This design comes from an exercise in tuning for small area, a short achievable clock period and few clock cycles per item on the open sky130 flow, not from production work.
Function was checked by simulation only, so behaviour that the tests miss may differ from the original.
Power is estimated from default activity; no workload was simulated.

==> design/flow/constraint.sdc <==
create_clock -name core_clock -period 8.0 [get_ports {clk}]
set_input_delay 1.6000 -clock core_clock [delete_from_list [all_inputs] [get_ports {clk}]]
set_output_delay 1.6000 -clock core_clock [all_outputs]
set_load 0.01 [all_outputs]
==> design/flow/run.sh <==
#!/bin/bash
# synth_recipe.tcl (not shown) runs the flow's synth.tcl, then flattens the netlist and writes it again
# the make line also repeats each setting of config.mk as NAME=value (left out here)
make -C /OpenROAD-flow-scripts/flow DESIGN_CONFIG=/design/flow/config.mk WORK_HOME=/design/flow/orfs CLKGATE_MAP_FILE= SYNTH_SCRIPT=/design/flow/synth_recipe.tcl finish
==> design/flow/design.v <==
package dbts_pkg;
    localparam logic [1:0] OP_FRAME = 2'd0;
    localparam logic [1:0] OP_TICK  = 2'd1;
    localparam logic [1:0] OP_CLEAR = 2'd2;
    localparam logic [1:0] OP_NONE  = 2'd3;
    localparam logic [1:0] ST_COUNTED  = 2'd0;
    localparam logic [1:0] ST_FILTERED = 2'd1;
    localparam logic [1:0] ST_FULL     = 2'd2;
    localparam logic [1:0] ST_NOFRAME  = 2'd3;
    localparam logic [2:0] REG_WINDOW    = 3'd0;
    localparam logic [2:0] REG_CAUT_CNT  = 3'd1;
    localparam logic [2:0] REG_ALERT_CNT = 3'd2;
    localparam logic [2:0] REG_BCAST_CNT = 3'd3;
    localparam logic [2:0] REG_CEILING   = 3'd4;
    localparam logic [2:0] REG_CAUT_SC   = 3'd5;
    localparam logic [2:0] REG_ALERT_SC  = 3'd6;
    localparam logic [2:0] REG_DECAY     = 3'd7;
    localparam logic signed [7:0] SIGNAL_FLOOR = -8'sd95;
    localparam logic [3:0] SUB_DISASSOC = 4'd10;
    localparam logic [3:0] SUB_DEAUTH   = 4'd12;
endpackage
module deauth_burst_threat_scorer_top #(
    parameter int SOURCE_SLOTS = 32,
    parameter int COUNT_BITS = 16
) (
    input  logic              clk,
    input  logic              rst_n,
    input  logic              start,
    output logic              busy,
    output logic              done,
    input  logic              cfg_we,
    input  logic [2:0]        cfg_index,
    input  logic [31:0]       cfg_data,
    input  logic [1:0]        opcode,
    input  logic [31:0]       time_ms,
    input  logic [47:0]       source_mac,
    input  logic [47:0]       dest_mac,
    input  logic [7:0]        frame_control_low,
    input  logic signed [7:0] signal_dbm,
    input  logic              analysis_enabled,
    output logic [4:0]        score,
    output logic [1:0]        level,
    output logic [1:0]        frame_status,
    output logic [7:0]        points_raised
);
    localparam int N  = SOURCE_SLOTS;
    localparam int CW = COUNT_BITS;
    localparam int IW = $clog2(N);
    localparam int NW = IW + 1;
    localparam logic [CW-1:0] CMAX = '1;
    function automatic logic in_window(input logic [31:0] x, input logic [31:0] t,
                                       input logic [31:0] lo, input logic wrap);
        logic le, ge;
        le = x <= t;
        ge = x >= lo;
        in_window = wrap ? (le || ge) : (le && ge);
    endfunction
    logic [31:0]   window_reg, decay_reg;
    logic [CW-1:0] caut_cnt_reg, alert_cnt_reg, bcast_cnt_reg;
    logic [4:0]    ceil_reg, caut_sc_reg, alert_sc_reg;
    logic [CW-1:0] caut_m1, alert_m1, bcast_m1;
    logic          caut_z, alert_z, bcast_z, caut_le1, alert_le1, bcast_le1;
    logic          cnt_cfg_wr;
    assign cnt_cfg_wr = cfg_we && (cfg_index == dbts_pkg::REG_CAUT_CNT
                                || cfg_index == dbts_pkg::REG_ALERT_CNT
                                || cfg_index == dbts_pkg::REG_BCAST_CNT);
    always_ff @(posedge clk or negedge rst_n)
    begin
        if (!rst_n)
        begin
            window_reg    <= 32'd5000;
            caut_cnt_reg  <= 16'd8;
            alert_cnt_reg <= 16'd20;
            bcast_cnt_reg <= 16'd5;
            ceil_reg      <= 5'd20;
            caut_sc_reg   <= 5'd3;
            alert_sc_reg  <= 5'd6;
            decay_reg     <= 32'd60000;
            caut_m1       <= 16'd7;
            alert_m1      <= 16'd19;
            bcast_m1      <= 16'd4;
            caut_z        <= 1'b0;
            alert_z       <= 1'b0;
            bcast_z       <= 1'b0;
            caut_le1      <= 1'b0;
            alert_le1     <= 1'b0;
            bcast_le1     <= 1'b0;
        end
        else if (cfg_we)
        begin
            case (cfg_index)
                dbts_pkg::REG_WINDOW:    window_reg <= cfg_data;
                dbts_pkg::REG_CAUT_CNT:
                begin
                    caut_cnt_reg <= cfg_data[15:0];
                    caut_m1      <= cfg_data[15:0] - 16'd1;
                    caut_z       <= cfg_data[15:0] == 16'd0;
                    caut_le1     <= cfg_data[15:1] == 15'd0;
                end
                dbts_pkg::REG_ALERT_CNT:
                begin
                    alert_cnt_reg <= cfg_data[15:0];
                    alert_m1      <= cfg_data[15:0] - 16'd1;
                    alert_z       <= cfg_data[15:0] == 16'd0;
                    alert_le1     <= cfg_data[15:1] == 15'd0;
                end
                dbts_pkg::REG_BCAST_CNT:
                begin
                    bcast_cnt_reg <= cfg_data[15:0];
                    bcast_m1      <= cfg_data[15:0] - 16'd1;
                    bcast_z       <= cfg_data[15:0] == 16'd0;
                    bcast_le1     <= cfg_data[15:1] == 15'd0;
                end
                dbts_pkg::REG_CEILING:   ceil_reg     <= cfg_data[4:0];
                dbts_pkg::REG_CAUT_SC:   caut_sc_reg  <= cfg_data[4:0];
                dbts_pkg::REG_ALERT_SC:  alert_sc_reg <= cfg_data[4:0];
                default:                 decay_reg    <= cfg_data;
            endcase
        end
    end
    logic          walk_reg;
    logic [IW-1:0] walk_idx;
    always_ff @(posedge clk or negedge rst_n)
    begin
        if (!rst_n)
        begin
            walk_reg <= 1'b0;
            walk_idx <= '0;
        end
        else if (cnt_cfg_wr)
        begin
            walk_reg <= 1'b1;
            walk_idx <= '0;
        end
        else if (walk_reg)
        begin
            walk_idx <= walk_idx + 1'b1;
            if (walk_idx == IW'(N - 1)) walk_reg <= 1'b0;
        end
    end
    assign busy = walk_reg;
    logic        v0;
    logic [1:0]  op0;
    logic [31:0] t0;
    logic [47:0] src0;
    logic        b0, pass0, en0;
    always_ff @(posedge clk or negedge rst_n)
    begin
        if (!rst_n) v0 <= 1'b0;
        else        v0 <= start && !walk_reg;
    end
    always_ff @(posedge clk)
    begin
        op0   <= opcode;
        t0    <= time_ms;
        src0  <= source_mac;
        b0    <= &dest_mac;
        pass0 <= (signal_dbm >= dbts_pkg::SIGNAL_FLOOR) && (frame_control_low[3:2] == 2'b00)
              && (frame_control_low[7:4] == dbts_pkg::SUB_DISASSOC
               || frame_control_low[7:4] == dbts_pkg::SUB_DEAUTH);
        en0   <= analysis_enabled;
    end
    logic [47:0]   src_tab [N];
    logic [NW-1:0] n_reg;           
    logic [47:0]   src1;
    logic          v1, frame1, tick1, clear1, nonframe1, b1, en1, same1_lo, same1_hi, same1;
    logic [N-1:0]  m1_lo, m1_hi, m1;
    logic [31:0]   t1;
    always_ff @(posedge clk or negedge rst_n)
    begin
        if (!rst_n) v1 <= 1'b0;
        else        v1 <= v0;
    end
    always_ff @(posedge clk)
    begin
        for (int k = 0; k < N; k++)
        begin
            m1_lo[k] <= (NW'(k) < n_reg) && (src_tab[k][23:0] == src0[23:0]);
            m1_hi[k] <= src_tab[k][47:24] == src0[47:24];
        end
        same1_lo  <= src0[23:0] == src1[23:0];
        same1_hi  <= src0[47:24] == src1[47:24];
        src1      <= src0;
        frame1    <= op0 == dbts_pkg::OP_FRAME && pass0;
        nonframe1 <= op0 != dbts_pkg::OP_FRAME;
        tick1     <= op0 == dbts_pkg::OP_TICK;
        clear1    <= op0 == dbts_pkg::OP_CLEAR;
        b1        <= b0;
        en1       <= en0;
        t1        <= t0;
    end
    logic          v2, upd2, tick2, clear2, walk2, new2, b2, en2, wrap2, dwrap2;
    logic [1:0]    st2;
    logic [N-1:0]  sel2;
    logic [31:0]   t2, lo2, dlo2;
    logic          fwdnew, hit1, full1, alloc1;
    logic [N-1:0]  sel1;
    assign m1     = m1_lo & m1_hi;
    assign same1  = same1_lo && same1_hi;
    assign fwdnew = same1 && new2;
    assign hit1   = (|m1) || fwdnew;
    assign full1  = n_reg[NW-1];
    assign alloc1 = v1 && frame1 && !hit1 && !full1;
    always_comb
    begin
        for (int k = 0; k < N; k++)
            sel1[k] = walk_reg ? (walk_idx == IW'(k))
                    : v1 && frame1 && (m1[k] || (fwdnew && sel2[k]) || (alloc1 && n_reg == NW'(k)));
    end
    always_ff @(posedge clk)
    begin
        for (int k = 0; k < N; k++)
            if (n_reg == NW'(k)) src_tab[k] <= src1;
    end
    always_ff @(posedge clk or negedge rst_n)
    begin
        if (!rst_n)
        begin
            v2    <= 1'b0;
            n_reg <= '0;
            new2  <= 1'b0;
            upd2  <= 1'b0;
        end
        else
        begin
            v2    <= v1;
            new2  <= alloc1;
            upd2  <= v1 && frame1 && (hit1 || !full1);
            if (alloc1) n_reg <= n_reg + 1'b1;
        end
    end
    always_ff @(posedge clk)
    begin
        sel2   <= sel1;
        tick2  <= tick1;
        clear2 <= clear1;
        walk2  <= walk_reg;
        b2     <= b1;
        en2    <= en1;
        t2     <= t1;
        {wrap2, lo2}   <= {1'b0, t1} - {1'b0, window_reg};
        {dwrap2, dlo2} <= {1'b0, t1} - {1'b0, decay_reg};
        if (nonframe1)               st2 <= dbts_pkg::ST_NOFRAME;
        else if (!frame1)            st2 <= dbts_pkg::ST_FILTERED;
        else if (hit1 || !full1)     st2 <= dbts_pkg::ST_COUNTED;
        else                         st2 <= dbts_pkg::ST_FULL;
    end
    logic [CW-1:0] fc [N];
    logic [CW-1:0] bc [N];
    logic [31:0]   ws [N];
    logic [N-1:0]  fla, flc, flb;   
    logic [N-1:0]  sel3, inw3;
    logic          upd3, new3, roll4;
    logic [31:0]   t3;
    logic          inw_fwd2;
    logic [N-1:0]  cmp2, fsel2;
    logic [CW-1:0] fcr2, bcr2;
    logic          fwd2;
    assign inw_fwd2 = in_window(t3, t2, lo2, wrap2);
    always_comb
    begin
        fcr2 = '0;
        bcr2 = '0;
        for (int k = 0; k < N; k++)
        begin
            fsel2[k] = upd3 && sel3[k] && roll4;
            cmp2[k]  = in_window(ws[k], t2, lo2, wrap2);
            fcr2 = fcr2 | (fc[k] & {CW{sel2[k]}});
            bcr2 = bcr2 | (bc[k] & {CW{sel2[k]}});
        end
    end
    assign fwd2 = upd2 && upd3 && |(sel2 & sel3);
    logic [31:0] last_decay_reg;
    logic        elapsed2, dle, dgt;
    assign dle = last_decay_reg <= t2;
    assign dgt = last_decay_reg > dlo2;
    assign elapsed2 = !(dwrap2 ? (dle || dgt) : (dle && dgt));
    always_ff @(posedge clk or negedge rst_n)
    begin
        if (!rst_n) last_decay_reg <= '0;
        else if (v2 && tick2 && elapsed2) last_decay_reg <= t2;
    end
    logic          v3, tick3, clear3, walk3, b3, en3, el3, fwd3, fval3;
    logic [N-1:0]  cmp3, fsel3;
    assign inw3 = (fsel3 & {N{fval3}}) | (~fsel3 & cmp3);
    logic [1:0]    st3;
    logic [CW-1:0] fcr3, bcr3;
    always_ff @(posedge clk or negedge rst_n)
    begin
        if (!rst_n)
        begin
            v3   <= 1'b0;
            upd3 <= 1'b0;
            new3 <= 1'b0;
        end
        else
        begin
            v3   <= v2;
            upd3 <= upd2;
            new3 <= new2;
        end
    end
    always_ff @(posedge clk)
    begin
        tick3  <= tick2;
        clear3 <= clear2;
        walk3  <= walk2;
        sel3   <= sel2;
        cmp3   <= cmp2;
        fsel3  <= fsel2;
        fval3  <= inw_fwd2;
        fcr3   <= fcr2;
        bcr3   <= bcr2;
        fwd3   <= fwd2;
        b3     <= b2;
        en3    <= en2;
        el3    <= elapsed2;
        st3    <= st2;
        t3     <= t2;
    end
    logic [CW-1:0] fc_last, bc_last;
    logic [CW-1:0] xf, xb, fc_new, bc_new;
    logic          fa_new, fc_flag_new, fb_new;
    logic [NW-1:0] n4;              
    assign roll4 = new3 || !(|(sel3 & inw3));
    assign xf = fwd3 ? fc_last : fcr3;
    assign xb = fwd3 ? bc_last : bcr3;
    always_comb
    begin
        if (walk3)
        begin
            fc_new      = xf;
            bc_new      = xb;
            fa_new      = xf >= alert_cnt_reg;
            fc_flag_new = xf >= caut_cnt_reg;
            fb_new      = xb >= bcast_cnt_reg;
        end
        else if (roll4)
        begin
            fc_new      = CW'(1);
            bc_new      = CW'(b3);
            fa_new      = alert_le1;
            fc_flag_new = caut_le1;
            fb_new      = b3 ? bcast_le1 : bcast_z;
        end
        else
        begin
            fc_new      = (xf == CMAX) ? xf : xf + 1'b1;
            bc_new      = (b3 && xb != CMAX) ? xb + 1'b1 : xb;
            fa_new      = alert_z || xf >= alert_m1;
            fc_flag_new = caut_z || xf >= caut_m1;
            fb_new      = b3 ? (bcast_z || xb >= bcast_m1) : (xb >= bcast_cnt_reg);
        end
    end
    always_ff @(posedge clk)
    begin
        fc_last <= fc_new;
        bc_last <= bc_new;
        for (int k = 0; k < N; k++)
        begin
            if (sel3[k] && (upd3 || walk3))
            begin
                fla[k] <= fa_new;
                flc[k] <= fc_flag_new;
                flb[k] <= fb_new;
            end
            if (sel3[k] && upd3)
            begin
                fc[k] <= fc_new;
                bc[k] <= bc_new;
                if (roll4) ws[k] <= t3;
            end
        end
    end
    always_ff @(posedge clk or negedge rst_n)
    begin
        if (!rst_n) n4 <= '0;
        else if (new3) n4 <= n4 + 1'b1;
    end
    logic [N-1:0] live3, pa4, pc4, pb4;
    always_comb
    begin
        for (int k = 0; k < N; k++)
            live3[k] = (NW'(k) < n4) && inw3[k] && en3;
    end
    logic        v4, tick4, clear4, en4, el4;
    logic [1:0]  st4;
    always_ff @(posedge clk or negedge rst_n)
    begin
        if (!rst_n) v4 <= 1'b0;
        else        v4 <= v3;
    end
    always_ff @(posedge clk)
    begin
        tick4  <= tick3;
        clear4 <= clear3;
        en4    <= en3;
        el4    <= el3;
        st4    <= st3;
        pa4    <= live3 & fla;
        pc4    <= live3 & ~fla & flc;
        pb4    <= live3 & flb;
    end
    function automatic logic [3:0] pop8(input logic [7:0] x);
        logic [1:0] a0, a1, a2, a3;
        logic [2:0] c0, c1;
        a0 = {1'b0, x[0]} + {1'b0, x[1]};
        a1 = {1'b0, x[2]} + {1'b0, x[3]};
        a2 = {1'b0, x[4]} + {1'b0, x[5]};
        a3 = {1'b0, x[6]} + {1'b0, x[7]};
        c0 = {1'b0, a0} + {1'b0, a1};
        c1 = {1'b0, a2} + {1'b0, a3};
        pop8 = {1'b0, c0} + {1'b0, c1};
    endfunction
    logic        v5, tick5, clear5, en5, el5;
    logic [1:0]  st5;
    logic [3:0]  qa5 [4];
    logic [3:0]  qc5 [4];
    logic [3:0]  qb5 [4];
    always_ff @(posedge clk or negedge rst_n)
    begin
        if (!rst_n) v5 <= 1'b0;
        else        v5 <= v4;
    end
    always_ff @(posedge clk)
    begin
        tick5  <= tick4;
        clear5 <= clear4;
        en5    <= en4;
        el5    <= el4;
        st5    <= st4;
        for (int g = 0; g < 4; g++)
        begin
            qa5[g] <= pop8(pa4[8*g +: 8]);
            qc5[g] <= pop8(pc4[8*g +: 8]);
            qb5[g] <= pop8(pb4[8*g +: 8]);
        end
    end
    logic        v6, tick6, clear6, en6, el6;
    logic [1:0]  st6;
    logic [5:0]  sa6, sc6, sb6;
    always_ff @(posedge clk or negedge rst_n)
    begin
        if (!rst_n) v6 <= 1'b0;
        else        v6 <= v5;
    end
    always_ff @(posedge clk)
    begin
        tick6  <= tick5;
        clear6 <= clear5;
        en6    <= en5;
        el6    <= el5;
        st6    <= st5;
        sa6    <= ({2'b00, qa5[0]} + {2'b00, qa5[1]}) + ({2'b00, qa5[2]} + {2'b00, qa5[3]});
        sc6    <= ({2'b00, qc5[0]} + {2'b00, qc5[1]}) + ({2'b00, qc5[2]} + {2'b00, qc5[3]});
        sb6    <= ({2'b00, qb5[0]} + {2'b00, qb5[1]}) + ({2'b00, qb5[2]} + {2'b00, qb5[3]});
    end
    logic        v7, tick7, clear7, en7, el7;
    logic [1:0]  st7;
    logic [7:0]  s7;
    always_ff @(posedge clk or negedge rst_n)
    begin
        if (!rst_n) v7 <= 1'b0;
        else        v7 <= v6;
    end
    always_ff @(posedge clk)
    begin
        tick7  <= tick6;
        clear7 <= clear6;
        en7    <= en6;
        el7    <= el6;
        st7    <= st6;
        s7     <= {sa6, 2'b00} + {1'b0, sc6, 1'b0} + {2'b00, sb6};
    end
    logic [7:0] q7;
    logic [4:0] ce7;
    logic       cz7;
    assign cz7 = ceil_reg == 5'd0;
    assign ce7 = ceil_reg - {4'd0, el7 && !cz7};
    assign q7  = s7 - {7'd0, el7};
    logic        v8, tick8, clear8, en8, el8, nz8, sat8;
    logic [1:0]  st8;
    logic [7:0]  s8;
    logic [4:0]  q8, h8, ce8;
    always_ff @(posedge clk or negedge rst_n)
    begin
        if (!rst_n) v8 <= 1'b0;
        else        v8 <= v7;
    end
    always_ff @(posedge clk)
    begin
        tick8  <= tick7;
        clear8 <= clear7;
        en8    <= en7;
        el8    <= el7;
        st8    <= st7;
        s8     <= s7;
        nz8    <= s7 != 8'd0;
        sat8   <= q7 > {3'd0, ce7};
        q8     <= q7[4:0];
        h8     <= ce7 - q7[4:0];
        ce8    <= ce7;
    end
    logic [4:0] score_reg;
    logic [4:0] sc_new;
    always_comb
    begin
        if (nz8)
            sc_new = (sat8 || score_reg > h8) ? ce8 : score_reg + q8;
        else
            sc_new = (el8 && score_reg != 5'd0) ? score_reg - 5'd1 : score_reg;
    end
    logic        v9, tick9, en9;
    logic [1:0]  st9;
    logic [7:0]  s9;
    always_ff @(posedge clk or negedge rst_n)
    begin
        if (!rst_n)
        begin
            score_reg <= '0;
            v9        <= 1'b0;
        end
        else
        begin
            v9 <= v8;
            if (v8 && tick8)       score_reg <= sc_new;
            else if (v8 && clear8) score_reg <= '0;
        end
    end
    always_ff @(posedge clk)
    begin
        tick9 <= tick8;
        en9   <= en8;
        st9   <= st8;
        s9    <= s8;
    end
    logic [4:0] score_out;
    logic [1:0] level_reg;
    logic       done_reg;
    logic [1:0] status_reg;
    logic [7:0] raised_reg;
    always_ff @(posedge clk or negedge rst_n)
    begin
        if (!rst_n)
        begin
            level_reg <= '0;
            done_reg  <= 1'b0;
        end
        else
        begin
            done_reg <= v9;
            if (v9 && tick9)
            begin
                if (!en9)                           level_reg <= 2'd0;
                else if (score_reg >= alert_sc_reg) level_reg <= 2'd3;
                else if (score_reg >= caut_sc_reg)  level_reg <= 2'd2;
                else                                level_reg <= 2'd1;
            end
        end
    end
    always_ff @(posedge clk)
    begin
        score_out  <= score_reg;
        status_reg <= st9;
        raised_reg <= tick9 ? s9 : 8'd0;
    end
    assign done          = done_reg;
    assign score         = score_out;
    assign level         = level_reg;
    assign frame_status  = status_reg;
    assign points_raised = raised_reg;
endmodule
==> design/flow/config.mk <==
export PLATFORM = sky130hd
export DESIGN_NAME = deauth_burst_threat_scorer_top
export DESIGN_NICKNAME = deauth_burst_threat_scorer_top
export VERILOG_FILES = /design/flow/design.v
export SDC_FILE = /design/flow/constraint.sdc
export NUM_CORES = 4
export LEC_CHECK = 0
export ABC_CLOCK_PERIOD_IN_PS = 3000
export CAP_MARGIN = 20
export CORE_MARGIN = 2
export CORE_UTILIZATION = 40
export CTS_CLUSTER_DIAMETER = 150
export CTS_CLUSTER_SIZE = 20
export SETUP_SLACK_MARGIN = 5.0
export SLEW_MARGIN = 20
export TNS_END_PERCENT = 30
==> results.cfg, run 1 <==
[run_status]
status = complete, no violations

[floorplanning]
die-area_um2 = 562000
pin_count = 205
initial_utilization_pct = 40.2
dieWidth_um = 750
core-area_um2 = 553000
die_h_um = 750
row_count = 273

[timing]
fmax_mhz = 291
fin_setup_tns_ns = 0
rsz0062_at_grt = true
period_needed_ns = 3.44
fin_skew_ns = 0.111
hold_viol = 0
tightestPinTransition_ns = 1.19
slew_headroom_pct = 20.3
whs_ns = 0.307
drv_slew = 0
finalSetupViolCount = 0
fin_crit_sh_pct = 42.9

[drt]
route.vias.total = 146000
drt_wl_total_um = 775000
drtAntennaViolNets = 0
first_pass_iters = 8
routedWlPerCell_um = 31.7
drc = 0
avgViaCountPerCell = 5.98
drt_iter0_drc = 18800

[synthesis]
ys_types = 101
postSynthCellCount = 16000
synth.cell_area_um2 = 222000
ys.flop_type = edfxtp_1
yosysWarnings = 8
synth_seq_cells = 4761
syn_area_per_cell_um2 = 13.9
synth_async_sr_flop_share_pct = 5.31
yosysSeqAreaShare_pct = 60.0
synth_edf_count = 3680
synth_nets = 18700

[pwr]
power.switching_w = 0.0215
pwr-share-seq_pct = 46.0
leakage_nw = 95.5
pwr-share-comb_pct = 30.0
clkPwrFrac_pct = 24.0
peakVddDrop_v = 0.000237
cellPowerDensity_nw_per_um2 = 253
fin_total_pwr_w = 0.0640
p_int_w = 0.0426
p_sw_share_pct = 33.5

[cts]
postCtsHoldBufs = 0
cts_max_path_buffers = 4
cts_tree = done
path_clk_slew_ns = 0.09
clock_sinks = 4761
clk_latency_ns = 1.04
root_buffer = clkbuf_16
htree_levels = 5
cts-buffers-inserted = 278

[flow_run]
drv_cap = 0

[placement]
io_buffers = 202
hpwl_um = 455000
place_congestion = 0.912
dp.cells = 23500

[critical_path]
crit_slowest_cell = o211ai_1
worst-endpoint-required_ns = 8.83
path_cells = inv_12, buf_16, ha_1, nand4_1, nor2_2, nand3_2, o211ai_1, a221oi_1, a21o_1, maj3_4
cp_max_fo = 16
worstSetupPathType = register to register
critical-path-max-stage-delay_ns = 0.92
crit_path_end_kind = register
crit_path_start_kind = register
critPathArrivalTime_ns = 4.27

[worst_hold_path]
hp-class = register to register

[final_layout]
final_cells = 24500
regMostFlops = src_tab
fin_nets = 19600
syn_to_final_growth_pct = 13.9
largest_reg_flops = 1536
drive_gt1_share_pct = 12.0
num-fill-cells = 48800
reg_top3 = src_tab (1536), ws (1024)
fin_util_pct = 45.8

[grt]
grt_max_degree = 110
antenna_found_initial = 72
grt_pass1_vias = 139000
grt-ovfl-total = 0
track_usage_pct = 26.1
grt_pass1_wl_um = 1050000
critical path: cells and delay by family, from the launching register on:
kind	cells	cell delay [ns]
AO/OA/AOI/OAI	3	1.33
adder cells (fa/ha/maj)	2	0.76
buffers and inverters	2	0.28
flip-flops	1	0.41
AND/OR/NAND/NOR	3	0.42
per-stage QoR:
stage,area (µm²),setup WS (ns)
after global routing,253000,4.59
after CTS,250000,4.53
after floorplan,223000,4.25
final,253000,4.56
after global placement,235000,3.46
after detailed placement,235000,3.36
worst paths after layout:
check	cells after the start	slack (ns)	from	to
setup / recovery	10	4.56	t2[14]	cmp3[4]
max in group asynchronous	2	5.88	rst_n	alert_m1[11]
setup reg to reg	10	4.56	t2[14]	cmp3[4]
min in group asynchronous	1	0.65	rst_n	level_reg[1]
hold reg to reg	0	0.31	t0[24]	t1[24]
hold / removal	0	0.31	t0[24]	t1[24]
power by group through the flow:
stage	Sequential, W	Clock, W	Combinational, W
finish	0.0294	0.0154	0.0192
global route	0.0295	0.0163	0.0205
CTS	0.0294	0.0155	0.0173
detailed placement	0.0298	0	0.0148
global placement	0.0298	0	0.0145
floorplan	0.0294	0	0.00890
cell usage in the layout (no fill, tap or decap), types with 544 or more instances in the layout:
cell type,n
xnor2_1,687
buf_4,544
a21o_1,556
nand4_1,673
dfxtp_1,628
edfxtp_1,3680
o21ai_0,544
xor2_1,1022
a21oi_1,610
ha_1,2405
cell families after synthesis:
group                      after synthesis  synth area share [%]
DFF                                   4761                  60.0
AOI/OAI and AO/OA                     3028                  9.03
and+or+nand+nor                       2842                  7.09
adders and majority gates             2557                  14.6
xor gates and xnor gates              1715                  6.76
buffers and inverters                  957                  1.66
muxes                                  154                 0.823
Yosys cell counts (119+ instances only):
cell / n / share of area [%]
a22oi_1: 416 / 1.4
inv_1: 523 / 0.88
edfxtp_1: 3680 / 50
nand4_1: 673 / 1.9
nand3_1: 208 / 0.47
a21oi_1: 665 / 1.5
clkbuf_1: 334 / 0.56
dfxtp_1: 828 / 7.5
xor2_1: 1024 / 4.0
a21o_1: 557 / 1.9
o21ai_0: 597 / 1.3
nor3_1: 152 / 0.34
and2_1: 119 / 0.33
ha_1: 2442 / 14
nor2_1: 379 / 0.64
dfrtp_1: 223 / 2.5
nand2_1: 388 / 0.66
nor4_1: 306 / 0.86
xnor2_1: 691 / 2.7
nor2b_1: 225 / 0.63
layer usage:
metal | GRT usage, % | wire, µm | part of all wire, %
met5 | 0 | 141 | 0.018
met4 | 10.9 | 42300 | 5.5
met3 | 3.89 | 73200 | 9.4
met2 | 41.3 | 348000 | 45
met1 | 36.0 | 312000 | 40
final cells by class:
| type | instances | area, µm² | area share (%) |
|---|---|---|---|
| flip-flops and latches | 4761 | 134000 | 52.8 |
| multi-input cells | 10300 | 88600 | 35.0 |
| repair buffers | 982 | 11000 | 4.34 |
| well taps | 7287 | 9120 | 3.60 |
| clock buffers | 480 | 7840 | 3.10 |
| inverters | 524 | 2330 | 0.921 |
| clock inverters | 25 | 412 | 0.163 |
| diodes | 77 | 193 | 0.0761 |
what timing repair did:
action	4_1_cts	5_1_grt
setup buffers	222	123
gates resized for setup	856	237
endpoints found under the setup margin	2739	2882
pin swaps	170	54
cloned	41	41
Testbench counts, summed over its fixed seeds: cycles 12,080, items 12,000.
==> inputs of run 2 (changes only) <==
--- a/design/flow/config.mk
+++ b/design/flow/config.mk
@@ -13,4 +13,4 @@
 export CTS_CLUSTER_SIZE = 20
 export SETUP_SLACK_MARGIN = 5.0
 export SLEW_MARGIN = 20
-export TNS_END_PERCENT = 30
+export TNS_END_PERCENT = 60
==> results.cfg, run 2 <==
[synthesis]
synth_area_leaders = edfxtp_1, ha_1, dfxtp_1
postSynthCellCount = 16000
synth_top_cell_area_share_pct = 49.7
ys.flop_type = edfxtp_1
synth_async_sr_flop_share_pct = 5.31
synth.cell_area_um2 = 222000
yosys.area.top_type = edfxtp_1
yosysWarnings = 8
syn_area_per_cell_um2 = 13.9
yosysSeqAreaShare_pct = 60.0
synth_seq_cells = 4761
synth_edf_count = 3680
ys_types = 101
synthTopCellsByCount = edfxtp_1, ha_1, xor2_1
synth_nets = 18700
yosysMostFrequentCell = edfxtp_1

[placement]
hpwl_um = 459000
place_area_um2 = 236000
place_congestion = 0.921
place_worst_setup_slack_ns = 3.25
io_buffers = 202

[floorplanning]
die-area_um2 = 562000
core-area_um2 = 553000
die_h_um = 750
initial_utilization_pct = 40.2
row_count = 273
dieWidth_um = 750
pin_count = 205

[timing]
period_needed_ns = 3.43
final.setup.worst_slack_ns = 4.57
drv_slew = 0
finalSetupViolCount = 0
fin_setup_tns_ns = 0
slew_headroom_pct = 14.6
rsz0062_at_grt = true
tightestPinTransition_ns = 1.28
fin_crit_sh_pct = 42.9
fin_skew_ns = 0.0964
whs_ns = 0.308
hold_viol = 0
fmax_mhz = 291

[final_layout]
layout_commonest_cell = edfxtp_1
syn_to_final_growth_pct = 16.5
fin_nets = 19900
largest_reg_flops = 1536
regMostFlops = src_tab
fin_area_um2 = 259000
drive_gt1_share_pct = 14.8
final_cell_mix = edfxtp_1, ha_1, xor2_1, xnor2_1, nand4_1
reg_top3 = src_tab (1536), ws (1024)

[cts]
htree_levels = 5
path_clk_slew_ns = 0.09
postCtsHoldBufs = 0
cts_tree = done
cts-buffers-inserted = 276
cts_max_path_buffers = 4
clock_sinks = 4761
root_buffer = clkbuf_16
clk_latency_ns = 1.04

[grt]
grt_pass1_wl_um = 1090000
track_usage_pct = 27.2
grt_max_degree = 107
grt_pass1_vias = 142000
grt-ovfl-total = 0
antenna_found_initial = 85

[run_status]
status = complete, no violations

[critical_path]
worst-endpoint-required_ns = 8.88
worstSetupPathType = register to register
rr_worst_depth = 11
reg2reg_from = last_decay_reg[27]
r2r_setup_slack_ns = 4.57
critPathArrivalTime_ns = 4.32
crit_path_end_kind = register
crit_path_start_kind = register
reg2reg_to = last_decay_reg[19]
cp_max_fo = 8

[worst_hold_path]
holdPathStages = 0
hp-class = register to register
min_from = en7
min_to = en8

[drt]
avgViaCountPerCell = 6.07
drc = 0
routedWlPerCell_um = 32.6
drt_wl_total_um = 808000
drtAntennaViolNets = 0
route.vias.total = 150000
drt_iter0_drc = 21300
first_pass_iters = 9

[pwr]
leakage_nw = 97.6
cellPowerDensity_nw_per_um2 = 254
peakVddDrop_v = 0.000277
fin_total_pwr_w = 0.0659

[flow_run]
drv_cap = 0
-- run 2: cell counts after synthesis --
Identical to the previous run, type by type.
-- run 2: critical path: stages, from the launching register on --
cell and delay (ns):
dfrtp_1 0.45, ha_4 0.30, nand2_2 0.09, nor2_2 0.13, a21oi_2 0.06, o211ai_1 0.75
o31ai_1 0.17, o31a_1 0.16, maj3_2 0.42, nand3_4 0.20, buf_12 0.21, mux2_4 0.32
-- run 2: logic make-up after synthesis --
group	count (synthesis)	share of synthesized area [%]
buf+inv	957	1.66
compound gates	3028	9.03
mux	154	0.823
fa+ha+maj	2557	14.6
xor+xnor	1715	6.76
flops	4761	60.0
simple gates	2842	7.09
-- run 2: report_power, final --
part	internal, W	switching, W	leakage, nW
sequential	0.0285	0.000886	43.2
combinational	0.00843	0.0128	50.5
clock	0.00675	0.00855	3.85
total	0.0437	0.0222	97.6
-- run 2: layout make-up --
cell class / instances / area, µm²
clock buffers: 475 / 7790
inverters: 524 / 2420
repair buffers: 1247 / 14800
fillers: 48200 / 294000
flip-flops and latches: 4761 / 134000
repair inverters: 3 / 26.3
well taps: 7287 / 9120
diodes: 75 / 188
multi-input cells: 10400 / 90600
clock inverters: 21 / 333
-- run 2: routing by layer --
layer	global-route usage [%]	wire length [µm]	up-vias
met5	0.0680	102	-
met2	42.3	356000	8727
li1	-	-	63800
met1	37.6	318000	76000
met4	13.4	52400	16
met3	3.85	81900	1793
-- run 2: through the flow --
| stage | cells | util (%) |
|---|---|---|
| 6_report | 24800 | 46.8 |
| 5_1_grt | 24800 | 46.8 |
| 4_1_cts | 24500 | 46.0 |
| 3_5_place_dp | 23500 | 42.6 |
| 3_3_place_gp | 23500 | 42.6 |
| 2_1_floorplan | 16000 | - |
-- run 2: repair_timing --
action	CTS	global route
setup buffers	397	173
setup endpoints to repair	2903	2790
pin swaps	259	186
gates resized for setup	1173	446
gates cloned	97	57
-- run 2: how the worst max path moves through the flow --
| stage | start | to | slack [ns] | cells past startpoint |
|---|---|---|---|---|
| after detailed placement | fval3 | fc[21][0] | 3.25 | 8 |
| after global routing | t2[9] | cmp3[4] | 4.58 | 14 |
| final | last_decay_reg[27] | last_decay_reg[19] | 4.57 | 11 |
| after global placement | fval3 | fc[21][0] | 3.34 | 8 |
| after floorplan | n_reg[3] | src_tab[1][0] | 4.25 | 4 |
| after CTS | walk_reg | busy | 4.62 | 1 |

## afterwards: timing with drivers on the ports
The results above use ideal ports. As a check the final layouts listed here were re-extracted and re-timed, cells and wires unchanged. Step 1 sets driving cells, clkbuf_16 on the clock port and buf_2 on the other inputs (assumed; they add their load-dependent delay and slew). Step 2 also shifts input and output timing later by t, the mid clock arrival at the registers, as if the neighbouring blocks saw the same clock. Slacks: no drivers / after step 1 / after step 2; pairs: no drivers / after step 1.
run | shift t [ns] | slack for setup (ns) | worst data-port slew with drivers (ns)
run 1 | 1.109 | 4.564 / 4.564 / 3.671 | 0.35
run 2 | 1.122 | 4.566 / 4.545 / 3.785 | 0.34
After both steps setup and hold are still met in every run listed. The setup slack of run 1, which loses most, moves by 0.000 ns with the drivers and by -0.893 ns with both steps.
